From an optimization exercise on the open Yosys and OpenROAD flow, aimed at a short achievable clock period; shortcuts taken in it are not production practice. Only the layout flow was run in this run; the RTL was not checked for function there. Power is estimated from default activity; no workload was simulated.

<file path="flow/run.sh">
#!/bin/bash
# synth_recipe.tcl (not shown) runs the flow's synth.tcl, then flattens the netlist and writes it again
# the make line also repeats each setting of config.mk as NAME=value (left out here)
make -C /OpenROAD-flow-scripts/flow DESIGN_CONFIG=/design/flow/config.mk WORK_HOME=/design/flow/orfs CLKGATE_MAP_FILE= SYNTH_SCRIPT=/design/flow/synth_recipe.tcl finish
</file>
<file path="flow/constraint.sdc">
create_clock -name core_clock -period 5.3 [get_ports {clk}]
set_input_delay 1.0600 -clock core_clock [delete_from_list [all_inputs] [get_ports {clk}]]
set_output_delay 1.0600 -clock core_clock [all_outputs]
set_load 0.01 [all_outputs]
</file>
<file path="flow/design.v">
module video_box_overlay #(
  parameter int N_BOX   = 8,
  parameter int W_PIX   = 24,
  parameter int W_COORD = 12,
  parameter int W_THK   = 4,
  localparam int W_IDX  = (N_BOX > 1) ? $clog2(N_BOX) : 1
) (
  input  logic               clk,
  input  logic               rstn,
  input  logic               vsync,
  input  logic               hsync,
  input  logic               de,
  input  logic [W_PIX-1:0]   data,
  input  logic               cfg_we,
  input  logic [W_IDX-1:0]   cfg_idx,
  input  logic               cfg_en,
  input  logic               cfg_blend,
  input  logic [W_COORD-1:0] cfg_x,
  input  logic [W_COORD-1:0] cfg_y,
  input  logic [W_COORD-1:0] cfg_w,
  input  logic [W_COORD-1:0] cfg_h,
  input  logic [W_THK-1:0]   cfg_thick,
  input  logic [W_PIX-1:0]   cfg_color,
  output logic               vsync_o,
  output logic               hsync_o,
  output logic               de_o,
  output logic [W_PIX-1:0]   data_o,
  output logic               cfg_commit
);
  localparam int CW     = W_COORD + 1;
  localparam int N_LANE = W_PIX / 8;
  localparam logic [W_COORD-1:0] COORD_MAX = {W_COORD{1'b1}};
  function automatic logic box_hit(
    input logic [W_COORD-1:0] px, input logic [W_COORD-1:0] py,
    input logic [W_COORD-1:0] bx, input logic [W_COORD-1:0] by,
    input logic [W_COORD-1:0] bw, input logic [W_COORD-1:0] bh,
    input logic [W_THK-1:0]   t
  );
    logic [CW-1:0] xe, ye, x0, y0, x1, y1, te, t2;
    logic          outer, inner_ok, inner;
    xe       = {1'b0, px};
    ye       = {1'b0, py};
    x0       = {1'b0, bx};
    y0       = {1'b0, by};
    x1       = x0 + {1'b0, bw};
    y1       = y0 + {1'b0, bh};
    te       = {{(CW-W_THK){1'b0}}, t};
    t2       = {te[CW-2:0], 1'b0};
    outer    = (xe >= x0) && (xe < x1) && (ye >= y0) && (ye < y1);
    inner_ok = (t != {W_THK{1'b0}}) && (t2 < {1'b0, bw}) && (t2 < {1'b0, bh});
    inner    = (xe >= x0 + te) && (xe < x1 - te) && (ye >= y0 + te) && (ye < y1 - te);
    box_hit = outer && !(inner_ok && inner);
  endfunction
  function automatic logic [7:0] lane_avg(input logic [7:0] a, input logic [7:0] b);
    logic [8:0] sum;
    sum = {1'b0, a} + {1'b0, b};
    lane_avg = sum[8:1];
  endfunction
  logic               vsync_prev_r, de_prev_r;
  logic [W_COORD-1:0] x_cnt_r, y_cnt_r;
  logic               vsync_rise_s, de_fall_s;
  logic               pend_en_r    [N_BOX];
  logic               pend_blend_r [N_BOX];
  logic [W_COORD-1:0] pend_x_r     [N_BOX];
  logic [W_COORD-1:0] pend_y_r     [N_BOX];
  logic [W_COORD-1:0] pend_w_r     [N_BOX];
  logic [W_COORD-1:0] pend_h_r     [N_BOX];
  logic [W_THK-1:0]   pend_thick_r [N_BOX];
  logic [W_PIX-1:0]   pend_color_r [N_BOX];
  logic               act_en_r     [N_BOX];
  logic               act_blend_r  [N_BOX];
  logic [W_COORD-1:0] act_x_r      [N_BOX];
  logic [W_COORD-1:0] act_y_r      [N_BOX];
  logic [W_COORD-1:0] act_w_r      [N_BOX];
  logic [W_COORD-1:0] act_h_r      [N_BOX];
  logic [W_THK-1:0]   act_thick_r  [N_BOX];
  logic [W_PIX-1:0]   act_color_r  [N_BOX];
  logic               s1_vs_r, s1_hs_r, s1_de_r;
  logic [W_PIX-1:0]   s1_data_r;
  logic [W_COORD-1:0] s1_x_r, s1_y_r;
  logic               s2_vs_r, s2_hs_r, s2_de_r;
  logic [W_PIX-1:0]   s2_data_r;
  logic [N_BOX-1:0]   s2_hit_r;
  logic               s3_vs_r, s3_hs_r, s3_de_r, s3_hit_r, s3_blend_r;
  logic [W_PIX-1:0]   s3_data_r, s3_color_r;
  logic [N_BOX-1:0]   hit_s;
  logic               sel_hit_s, sel_blend_s;
  logic [W_PIX-1:0]   sel_color_s, blend_s, mix_s;
  assign vsync_rise_s = vsync & ~vsync_prev_r;
  assign de_fall_s    = ~de & de_prev_r;
  always_ff @(posedge clk or negedge rstn) begin
    if (!rstn) begin
      vsync_prev_r <= 1'b0;
      de_prev_r    <= 1'b0;
      x_cnt_r      <= {W_COORD{1'b0}};
      y_cnt_r      <= {W_COORD{1'b0}};
    end else begin
      vsync_prev_r <= vsync;
      de_prev_r    <= de;
      if (de_fall_s)
        x_cnt_r <= {W_COORD{1'b0}};
      else if (de && (x_cnt_r != COORD_MAX))
        x_cnt_r <= x_cnt_r + {{(W_COORD-1){1'b0}}, 1'b1};
      if (vsync_rise_s)
        y_cnt_r <= {W_COORD{1'b0}};
      else if (de_fall_s && (y_cnt_r != COORD_MAX))
        y_cnt_r <= y_cnt_r + {{(W_COORD-1){1'b0}}, 1'b1};
    end
  end
  always_ff @(posedge clk or negedge rstn) begin
    if (!rstn) begin
      for (int i = 0; i < N_BOX; i++) begin
        pend_en_r[i]    <= 1'b0;
        pend_blend_r[i] <= 1'b0;
        pend_x_r[i]     <= {W_COORD{1'b0}};
        pend_y_r[i]     <= {W_COORD{1'b0}};
        pend_w_r[i]     <= {W_COORD{1'b0}};
        pend_h_r[i]     <= {W_COORD{1'b0}};
        pend_thick_r[i] <= {W_THK{1'b0}};
        pend_color_r[i] <= {W_PIX{1'b0}};
        act_en_r[i]     <= 1'b0;
        act_blend_r[i]  <= 1'b0;
        act_x_r[i]      <= {W_COORD{1'b0}};
        act_y_r[i]      <= {W_COORD{1'b0}};
        act_w_r[i]      <= {W_COORD{1'b0}};
        act_h_r[i]      <= {W_COORD{1'b0}};
        act_thick_r[i]  <= {W_THK{1'b0}};
        act_color_r[i]  <= {W_PIX{1'b0}};
      end
      cfg_commit <= 1'b0;
    end else begin
      for (int i = 0; i < N_BOX; i++) begin
        if (cfg_we && (32'(cfg_idx) == i)) begin
          pend_en_r[i]    <= cfg_en;
          pend_blend_r[i] <= cfg_blend;
          pend_x_r[i]     <= cfg_x;
          pend_y_r[i]     <= cfg_y;
          pend_w_r[i]     <= cfg_w;
          pend_h_r[i]     <= cfg_h;
          pend_thick_r[i] <= cfg_thick;
          pend_color_r[i] <= cfg_color;
        end
        if (vsync_rise_s) begin
          act_en_r[i]    <= pend_en_r[i];
          act_blend_r[i] <= pend_blend_r[i];
          act_x_r[i]     <= pend_x_r[i];
          act_y_r[i]     <= pend_y_r[i];
          act_w_r[i]     <= pend_w_r[i];
          act_h_r[i]     <= pend_h_r[i];
          act_thick_r[i] <= pend_thick_r[i];
          act_color_r[i] <= pend_color_r[i];
        end
      end
      cfg_commit <= vsync_rise_s;
    end
  end
  always_comb begin
    hit_s = {N_BOX{1'b0}};
    for (int i = 0; i < N_BOX; i++)
      hit_s[i] = act_en_r[i] & s1_de_r &
                 box_hit(s1_x_r, s1_y_r, act_x_r[i], act_y_r[i],
                         act_w_r[i], act_h_r[i], act_thick_r[i]);
  end
  always_comb begin
    sel_hit_s   = 1'b0;
    sel_blend_s = 1'b0;
    sel_color_s = {W_PIX{1'b0}};
    for (int i = N_BOX - 1; i >= 0; i--) begin
      sel_color_s = s2_hit_r[i] ? act_color_r[i] : sel_color_s;
      sel_blend_s = s2_hit_r[i] ? act_blend_r[i] : sel_blend_s;
      sel_hit_s   = s2_hit_r[i] | sel_hit_s;
    end
  end
  always_comb begin
    blend_s = {W_PIX{1'b0}};
    mix_s   = s3_data_r;
    for (int l = 0; l < N_LANE; l++)
      blend_s[l*8 +: 8] = lane_avg(s3_data_r[l*8 +: 8], s3_color_r[l*8 +: 8]);
    if (!s3_hit_r)
      mix_s = s3_data_r;
    else if (s3_blend_r)
      mix_s = blend_s;
    else
      mix_s = s3_color_r;
  end
  always_ff @(posedge clk or negedge rstn) begin
    if (!rstn) begin
      s1_vs_r    <= 1'b0;
      s1_hs_r    <= 1'b0;
      s1_de_r    <= 1'b0;
      s1_data_r  <= {W_PIX{1'b0}};
      s1_x_r     <= {W_COORD{1'b0}};
      s1_y_r     <= {W_COORD{1'b0}};
      s2_vs_r    <= 1'b0;
      s2_hs_r    <= 1'b0;
      s2_de_r    <= 1'b0;
      s2_data_r  <= {W_PIX{1'b0}};
      s2_hit_r   <= {N_BOX{1'b0}};
      s3_vs_r    <= 1'b0;
      s3_hs_r    <= 1'b0;
      s3_de_r    <= 1'b0;
      s3_data_r  <= {W_PIX{1'b0}};
      s3_hit_r   <= 1'b0;
      s3_blend_r <= 1'b0;
      s3_color_r <= {W_PIX{1'b0}};
      vsync_o    <= 1'b0;
      hsync_o    <= 1'b0;
      de_o       <= 1'b0;
      data_o     <= {W_PIX{1'b0}};
    end else begin
      s1_vs_r    <= vsync;
      s1_hs_r    <= hsync;
      s1_de_r    <= de;
      s1_data_r  <= data;
      s1_x_r     <= x_cnt_r;
      s1_y_r     <= y_cnt_r;
      s2_vs_r    <= s1_vs_r;
      s2_hs_r    <= s1_hs_r;
      s2_de_r    <= s1_de_r;
      s2_data_r  <= s1_data_r;
      s2_hit_r   <= hit_s;
      s3_vs_r    <= s2_vs_r;
      s3_hs_r    <= s2_hs_r;
      s3_de_r    <= s2_de_r;
      s3_data_r  <= s2_data_r;
      s3_hit_r   <= sel_hit_s;
      s3_blend_r <= sel_blend_s;
      s3_color_r <= sel_color_s;
      vsync_o    <= s3_vs_r;
      hsync_o    <= s3_hs_r;
      de_o       <= s3_de_r;
      data_o     <= mix_s;
    end
  end
endmodule
</file>
<file path="flow/config.mk">
export PLATFORM = sky130hd
export DESIGN_NAME = video_box_overlay
export DESIGN_NICKNAME = video_box_overlay
export VERILOG_FILES = /design/flow/design.v
export SDC_FILE = /design/flow/constraint.sdc
export NUM_CORES = 4
export LEC_CHECK = 0
export CAP_MARGIN = 20
export CORE_MARGIN = 2
export CORE_UTILIZATION = 40
export SLEW_MARGIN = 20
export SYNTH_HIERARCHICAL = 0
</file>
==> results.txt <==
cells by family after synthesis:
logic type      count (synthesis)
compound gates               1719
simple gates                 1494
flops                        1439
fa+ha+maj                    1187
mux                          1034
buf+inv                       717
xor+xnor                      502
cell usage in the layout (no fill, tap or decap), drive strengths merged, types with 42 or more instances in the layout:
| master | count |
|---|---|
| ha | 1127 |
| inv | 506 |
| o21ai | 632 |
| a21oi | 429 |
| mux2 | 987 |
| a211oi | 68 |
| nand2b | 121 |
| dfrtp | 1439 |
| nor3 | 133 |
| xor2 | 134 |
| o21bai | 42 |
| o211ai | 42 |
| nor2b | 145 |
| buf | 162 |
| nand3 | 93 |
| nor2 | 268 |
| xnor2 | 368 |
| nand2 | 515 |
| mux2i | 47 |
| a21o | 176 |
| nor4 | 54 |
| clkdlybuf4s50 | 132 |
| o21a | 100 |
| fa | 51 |
| clkbuf | 237 |
through the flow:
step	total power, W	instances	hold slack (ps)
floorplan	0.0293	8092	331
finish	0.0468	11334	196
CTS	0.0471	11326	183
global placement	0.0338	11019	332
global route	0.0505	11330	220
detailed placement	0.0345	11021	335
power by group through the flow:
stage	Clock, W	Combinational [W]	Sequential (W)
detailed placement	0	0.0190	0.0155
finish	0.0123	0.0191	0.0153
global placement	0	0.0185	0.0154
global route	0.0131	0.0218	0.0156
floorplan	0	0.0145	0.0148
CTS	0.0126	0.0192	0.0153
routing by layer:
metal | wire (um) | vias up | part of all wire, % | GRT usage (%)
met5 | 12 | - | 0.0047 | 0
met4 | 10100 | 2 | 4.0 | 8.56
met3 | 12100 | 401 | 4.7 | 2.95
met2 | 120000 | 1319 | 47 | 38.1
met1 | 113000 | 31562 | 44 | 30.3
li1 | - | 29494 | - | -
area by class of cell:
cell class / instances / area, um2 / share of cell area (%)
Inverter: 498 / 1870 / 1.88
Sequential cell: 1439 / 36000 / 36.3
Clock inverter: 68 / 1170 / 1.18
Antenna cell: 8 / 20.0 / 0.0202
Timing Repair Buffer: 294 / 2920 / 2.94
Clock buffer: 237 / 4780 / 4.81
Tap cell: 2854 / 3570 / 3.59
Multi-Input combinational cell: 5936 / 49000 / 49.3
how the worst max path moves through the flow:
| stage | start | to | slack (ps) | depth (start not counted) |
|---|---|---|---|---|
| after detailed placement | act_thick_r[2][1] | s2_hit_r[2] | 520 | 19 |
| final | act_thick_r[2][1] | s2_hit_r[2] | 550 | 17 |
| after global routing | act_thick_r[2][1] | s2_hit_r[2] | 20 | 17 |
| after CTS | act_thick_r[2][1] | s2_hit_r[2] | 500 | 19 |
| after global placement | act_x_r[7][0] | s2_hit_r[7] | 620 | 20 |
| after floorplan | act_x_r[7][0] | s2_hit_r[7] | 1060 | 20 |
==> flow_summary.json <==
{
  "status": "complete, no violations",
  "ant_nets": 0,
  "p_int_w": 0.0296,
  "cts_resized": 0,
  "p_seq_share_pct": 32.7,
  "grt_pass1_vias": 64720,
  "clkTransAtPathRegs_ps": 60,
  "muxShareOfSynthArea_pct": 13.2,
  "core-area_um2": 217000,
  "yosysTopAreaCell": "dfrtp_1",
  "cts_sinks": 1439,
  "drive_gt1_share_pct": 17.6,
  "area_delta_synth_final_pct": 13.4,
  "track_usage_pct": 22.8,
  "grt_max_degree": 174,
  "worst_ep_arrival_time_ps": 5420,
  "relSlewSlack_pct": 15.1,
  "design_area_um2": 99300,
  "syn_nets": 9381,
  "slowest_delay_ps": 750,
  "cp_common_cell": "o21ai_0",
  "postCtsSetupBuffers": 0,
  "dp_slack_ps": 521,
  "synth-async-reset-ratio_pct": 100,
  "rsz0062_at_grt": "false",
  "synth_flop_cell": "dfrtp_1",
  "hold_buffers": 0,
  "synth_most_common_cell": "dfrtp_1",
  "fin_crit_sh_pct": 89.7,
  "crit_path_end_kind": "flop",
  "worstSetupStartpointType": "flop",
  "ys_types": 79,
  "clock_latency_ps": 840,
  "synthTopCellsByCount": "dfrtp_1 (1439), ha_1 (1127), mux2_2 (987)",
  "yosysSeqAreaShare_pct": 41.1,
  "fp.dieH_um": 472,
  "vias": 62778,
  "synthCells": 8092,
  "switching_share_pct": 36.7,
  "synth.top_cell.area_share_pct": 41.1,
  "viasPerCell": 5.54,
  "placed_area_um2": 93400,
  "synth-simple-area-share_pct": 8.26,
  "io_buffers": 138,
  "post_drt_wl_per_cell_um": 22.5,
  "synth_xor_area_share_pct": 5.04,
  "peakVddDrop_uv": 282,
  "max_freq_mhz": 210,
  "skew_ps": 68.0,
  "largestRegisters": "act_color_r x192, pend_color_r x192",
  "netlist_area_um2": 87600,
  "synth_edf_count": 0,
  "gp_congestion": 0.916,
  "initial_core_util_pct": 40.3,
  "cts-htree-levels": 4,
  "dieWidth_um": 472,
  "hold_viol": 0,
  "r2r_cells": 17,
  "num_rows": 171,
  "drv_slew": 0,
  "cp_slowest_cell": "dfrtp_1",
  "reg2reg_from": "act_thick_r[2][1]",
  "numCtsBuffers": 165,
  "cts_tree": "built",
  "io_pins": 139,
  "synthTopCellsByArea": "dfrtp_1 (41%), ha_1 (16%), mux2_2 (13%)",
  "nFillCells": 20104,
  "power_frac_clock_pct": 26.4,
  "fin_crit_ps": 4750,
  "yosys_warnings": 17,
  "synth_top_family_by_area": "adder cells",
  "timing.final.ws_setup_ps": 546,
  "layout.nets": 9623,
  "timing.setup.tns_ps": 0,
  "yosys_register_bits": 1439,
  "routed_wl_um": 255000,
  "reg2reg_slack_ps": 550,
  "grt_pass1_wl_um": 392000,
  "timing.rr.end": "s2_hit_r[2]",
  "first_pass_iters": 6,
  "antenna_found_initial": 46,
  "critPathRequiredTime_ps": 5960,
  "tightest_slew_ps": 1270,
  "drv_cap": 0,
  "cp_max_fo": 10,
  "synth-compound-area-share_pct": 12.0,
  "cpLargestDelayFamily": "compound AO/OA/AOI/OAI gates",
  "yosys.area_share.adder_pct": 17.4,
  "path_buf_inv": 1,
  "p_leak_nw": 45.5,
  "root_buffer": "clkbuf_16",
  "path_class": "flop to flop",
  "finalSetupViolCount": 0,
  "comb_power_share_pct": 40.9,
  "grt-ovfl-total": 0,
  "hp-class": "input port to asynchronous set/reset pin",
  "drc": 0,
  "power_density_nw_per_um2": 471,
  "dpl.hpwl_um": 182000,
  "post-route-util_pct": 45.7,
  "syn_area_per_cell_um2": 10.8,
  "clock_path_buffers": 3,
  "crit_chain": "ha_1, a21o_1, a21oi_1, nor2b_1, o21ai_0, nor2_1, nand4_1, xnor2_1, ha_1, o21ai_0, a2111oi_0, o41ai_1, a31oi_1, o21ai_0, a2111oi_1, buf_4, a211oi_1",
  "drtIter0Drc": 4121,
  "p_switching_w": 0.0172,
  "die-area_um2": 223000
}

what the ideal ports hide:
No port has a modelled driver above. Below, the same layout with a new extraction and two added sets of constraints. Step 1, drivers: a clkbuf_16 drives clk and a buf_2 each remaining input, both assumed. Step 2 adds t to the input delays and takes it off the output delays; t is the mean of the earliest and latest rising clock arrival at the registers after step 1. Input paths then give back, and output paths get back, about the clock's delay inside the block. Slacks: ideal / step 1 / step 2; pairs: ideal / step 1.
shift t [ns]: 0.893
slack for setup (ns): 0.546 / 0.546 / 0.546
hold slack, ns: 0.196 / 0.196 / 0.344
After both steps this run still meets setup and hold. The setup slack of this run moves by 0.000 ns with the drivers and by 0.000 ns with both steps.
